What follows belongs to an exercise in optimizing a design on an open flow for small area, a short achievable clock period and few clock cycles per item; a production flow would make more cautious choices. No driver is modelled on the clock port, so clocking that relies on it looks cheaper here than on a real chip.

== wip/harbor ==
// pp_accumulator
module pp_accumulator #(
   parameter int N = pp_pkg::N_DEF,
   parameter int K = pp_pkg::K_DEF
) (
   input  logic           clk,
   input  logic           rst,
   input  logic           in_valid,
   output logic           in_ready,
   input  logic [N*2*N-1:0] in_pp,
   output logic           out_valid,
   input  logic           out_ready,
   output logic [2*N-1:0] out_product
);
Size: ~970 cells after synthesis, roughly 200 flip-flops, about 550 I/O pins, ~0.016 mm2 of cells after synthesis.
==> flow/config.mk <==
export PLATFORM = sky130hd
export DESIGN_NAME = pp_accumulator
export DESIGN_NICKNAME = pp_accumulator
export VERILOG_FILES = /design/flow/design.v
export SDC_FILE = /design/flow/constraint.sdc
export NUM_CORES = 4
export LEC_CHECK = 0
export CAP_MARGIN = 20
export CORE_MARGIN = 2
export CORE_UTILIZATION = 60
export PLACE_DENSITY = 0.75
export SETUP_SLACK_MARGIN = 2.0
export SLEW_MARGIN = 20
==> flow/constraint.sdc <==
create_clock -name core_clock -period 5.0 [get_ports {clk}]
set_input_delay 1.0000 -clock core_clock [delete_from_list [all_inputs] [get_ports {clk}]]
set_output_delay 1.0000 -clock core_clock [all_outputs]
set_load 0.01 [all_outputs]
standard.sh (not shown) runs the stock make flow with config.mk's settings and CLKGATE_MAP_FILE= SYNTH_SCRIPT=/design/flow/synth_recipe.tcl, a recipe that flattens the netlist after the stock synthesis.
==> flow/flow/run.sh <==
#!/bin/bash
# Own layout flow: the standard ORFS flow with these changes.
#  - Yosys's generic synth skips its early "abc -fast" pass (SYNTH_ARGS=-noabc) so the
#    3:2 counters of the adder tree reach extract_fa as written and map to full-adder
#    cells without polarity inverters between them. Registers are unchanged.
#  - Ports are buffered with sky130_fd_sc_hd__buf_1 instead of the default delay buffer.
#  - After clock tree synthesis, flow/skew.tcl delays the output register's clock
#    (useful skew for the register-to-register paths into it).
set -euo pipefail
here=$(pwd)
bash standard.sh SYNTH_ARGS=-noabc "BUFFER_PORTS_ARGS=-buffer_cell sky130_fd_sc_hd__buf_1" \
  "POST_CTS_TCL=$here/flow/skew.tcl" "SKEW_BUFS=sky130_fd_sc_hd__clkdlybuf4s25_1 sky130_fd_sc_hd__clkbuf_8" \
  finish > flow_make.log 2>&1
==> flow/flow/skew.tcl <==
# Sourced by ORFS's cts.tcl after clock tree synthesis (POST_CTS_TCL).
# Gives the output register (out_product, and the skid register behind it) a later clock than the rest of the
# design, by SKEW_BUFS clock buffers in series in front of its clock pins on
# each clock-tree leaf net that reaches it. This only helps the paths between
# the pipeline register and the output register; the output register's paths
# to the outputs get correspondingly less slack.
set skew_cells [expr {[info exists ::env(SKEW_BUFS)] ? $::env(SKEW_BUFS) : "sky130_fd_sc_hd__clkbuf_2"}]
set groups [dict create]
foreach c [concat [get_cells out_product*] [get_cells -quiet skid*]] {
  set pin [get_pins -of_objects $c -filter "lib_pin_name==CLK"]
  set net [get_nets -of_objects $pin]
  dict lappend groups [get_full_name $net] $pin
}
set k 0
dict for {n pins} $groups {
  set net [get_nets $n]
  foreach cell $skew_cells {
    set newnet "skew_net_$k"
    insert_buffer -buffer_cell $cell -net $net -load_pins $pins -buffer_name "skew_buf_$k" -net_name $newnet
    set net [get_nets $newnet]
    incr k
  }
}
puts "skew: inserted $k clock buffers on [dict size $groups] leaf nets"
detailed_placement
check_placement -verbose
estimate_parasitics -placement
report_clock_skew
report_checks -path_delay max -group_path_count 1
## Diff of input files: wip/tundra against wip/harbor
--- a/flow/config.mk
+++ b/flow/config.mk
@@ -11,3 +11,2 @@
 export PLACE_DENSITY = 0.75
-export SETUP_SLACK_MARGIN = 2.0
 export SLEW_MARGIN = 20
==> results.txt <==
wip/tundra against wip/harbor: highest net fanout along the worst path picked up an extra 15, global routing met2 resource utilization lost 2.0 points. wip/harbor and wip/tundra ended up with nearly the same mean number of vias per cell. [diff] wire length of the first global-routing pass, wip/tundra relative to wip/harbor: improvement.
Inputs modified between wip/tundra and wip/cedar:
--- a/flow/flow/run.sh
+++ b/flow/flow/run.sh
@@ -11,3 +11,3 @@
 bash standard.sh SYNTH_ARGS=-noabc "BUFFER_PORTS_ARGS=-buffer_cell sky130_fd_sc_hd__buf_1" \
-  "POST_CTS_TCL=$here/flow/skew.tcl" "SKEW_BUFS=sky130_fd_sc_hd__clkdlybuf4s25_1 sky130_fd_sc_hd__clkbuf_8" \
+  "POST_CTS_TCL=$here/flow/skew.tcl" "SKEW_BUFS=sky130_fd_sc_hd__clkdlybuf4s50_1 sky130_fd_sc_hd__clkbuf_2 sky130_fd_sc_hd__clkbuf_8" \
   finish > flow_make.log 2>&1
--- a/flow/config.mk
+++ b/flow/config.mk
@@ -11,2 +11,3 @@
 export PLACE_DENSITY = 0.75
+export SETUP_SLACK_MARGIN = 2.0
 export SLEW_MARGIN = 20
Findings:
When wip/cedar is measured against wip/tundra, its logic depth of the worst path, buffers included turns out 2 lower.
Wire: wip/cedar routes more than wip/tundra
Clock input transition at the sequential cells of the worst setup and hold paths of wip/tundra is on par with wip/cedar.
wip/cedar ends up with higher utilization after layout than wip/tundra does.
Looking at fraction of area in multi-input gates, wip/cedar sits above wip/tundra.
Function was not checked in any run of this note: the RTL went through the layout flow alone.


pp_accumulator, a different RTL version from the one above (not shown whole).
Size in the first run: ~860 cells after synthesis, roughly 160 flip-flops.
==> flow/config.mk <==
export PLATFORM = sky130hd
export DESIGN_NAME = pp_accumulator
export DESIGN_NICKNAME = pp_accumulator
export VERILOG_FILES = /design/flow/design.v
export SDC_FILE = /design/flow/constraint.sdc
export NUM_CORES = 4
export LEC_CHECK = 0
export CAP_MARGIN = 20
export CORE_MARGIN = 2
export CORE_UTILIZATION = 40
export SETUP_SLACK_MARGIN = 2.0
export SLEW_MARGIN = 20
==> flow/constraint.sdc <==
create_clock -name core_clock -period 5.0 [get_ports {clk}]
set_input_delay 1.0000 -clock core_clock [delete_from_list [all_inputs] [get_ports {clk}]]
set_output_delay 1.0000 -clock core_clock [all_outputs]
set_load 0.01 [all_outputs]
==> flow/flow/run.sh <==
#!/bin/bash
# Own layout flow: the standard ORFS flow with these changes.
#  - Yosys's generic synth skips its early "abc -fast" pass (SYNTH_ARGS=-noabc) so the
#    3:2 counters of the adder tree reach extract_fa as written and map to full-adder
#    cells without polarity inverters between them. Registers are unchanged.
#  - Ports are buffered with sky130_fd_sc_hd__buf_1 instead of the default delay buffer.
#  - After clock tree synthesis, flow/skew.tcl delays the output register's clock
#    (useful skew for the register-to-register paths into it).
set -euo pipefail
here=$(pwd)
bash standard.sh SYNTH_ARGS=-noabc "BUFFER_PORTS_ARGS=-buffer_cell sky130_fd_sc_hd__buf_1" \
  "POST_CTS_TCL=$here/flow/skew.tcl" "SKEW_BUFS=sky130_fd_sc_hd__clkbuf_2 sky130_fd_sc_hd__clkbuf_8" \
  finish > flow_make.log 2>&1
==> flow/flow/skew.tcl <==
# Sourced by ORFS's cts.tcl after clock tree synthesis (POST_CTS_TCL).
# Gives the output register (out_product) a later clock than the rest of the
# design, by SKEW_BUFS clock buffers in series in front of its clock pins on
# each clock-tree leaf net that reaches it. This only helps the paths between
# the pipeline register and the output register; the output register's paths
# to the outputs get correspondingly less slack.
set skew_cells [expr {[info exists ::env(SKEW_BUFS)] ? $::env(SKEW_BUFS) : "sky130_fd_sc_hd__clkbuf_2"}]
set groups [dict create]
foreach c [get_cells out_product*] {
  set pin [get_pins -of_objects $c -filter "lib_pin_name==CLK"]
  set net [get_nets -of_objects $pin]
  dict lappend groups [get_full_name $net] $pin
}
set k 0
dict for {n pins} $groups {
  set net [get_nets $n]
  foreach cell $skew_cells {
    set newnet "skew_net_$k"
    insert_buffer -buffer_cell $cell -net $net -load_pins $pins -buffer_name "skew_buf_$k" -net_name $newnet
    set net [get_nets $newnet]
    incr k
  }
}
puts "skew: inserted $k clock buffers on [dict size $groups] leaf nets"
detailed_placement
check_placement -verbose
estimate_parasitics -placement
report_clock_skew
report_checks -path_delay max -group_path_count 1
Next try:
--- a/flow/flow/run.sh
+++ b/flow/flow/run.sh
@@ -12 +12 @@
-  "POST_CTS_TCL=$here/flow/skew.tcl" "SKEW_BUFS=sky130_fd_sc_hd__clkbuf_2 sky130_fd_sc_hd__clkbuf_8" \
+  "POST_CTS_TCL=$here/flow/skew.tcl" "SKEW_BUFS=sky130_fd_sc_hd__clkdlybuf4s25_1 sky130_fd_sc_hd__clkbuf_8" \
CORE_UTILIZATION = 60   (was 40)
PLACE_DENSITY = 0.75   (was not set)
The new run produced a clean layout.
Setup slack improves by 0.0061 ns.
Die area decreases by 33%.
Sequential share of layout area increases by 0.29 points.
Sequential cell count does not change.
Worst hold slack degrades by 0.18 ns.
No functional check of the RTL was part of any run of this note.

what the ideal ports hide:
No port has a modelled driver above. Below, the same layouts with a new extraction and two added sets of constraints.
Step 1 (the two cells are an assumption about what drives the block):
set clk [get_ports {clk}]
set_driving_cell -lib_cell sky130_fd_sc_hd__clkbuf_16 $clk
set_driving_cell -lib_cell sky130_fd_sc_hd__buf_2 [delete_from_list [all_inputs] $clk]
Step 2, shift: input delay + t, output delay - t, t = (earliest + latest rising clock arrival at the registers) / 2. This alone moves slack from input paths to output paths.
a / b / c = ideal ports / drivers / drivers and shift; a / b = the first two.
run	t (ns)	slack for setup (ns)	clock arrival spread, ns	worst slew at a driven data input, ns	pins driven straight from the clock port
wip/harbor	0.693	1.760 / 1.760 / 1.461	0.478 / 0.477	0.15	1
wip/tundra	0.675	1.571 / 1.524 / 1.467	0.444 / 0.445	0.14	1
wip/cedar	0.832	1.918 / 1.866 / 1.318	0.752 / 0.753	0.14	1
the first run of note 2	0.576	1.837 / 1.837 / 1.481	0.247 / 0.246	0.10	1
the second run of note 2	0.670	1.843 / 1.843 / 1.353	0.444 / 0.444	0.11	1
Clock arrivals are far apart in wip/harbor, wip/tundra, wip/cedar and the second run of note 2, so t is only a midpoint there and step 2 fits no single register. For wip/cedar, which loses most, drivers alone change the setup slack by -0.052 ns; drivers and shift together by -0.600 ns.
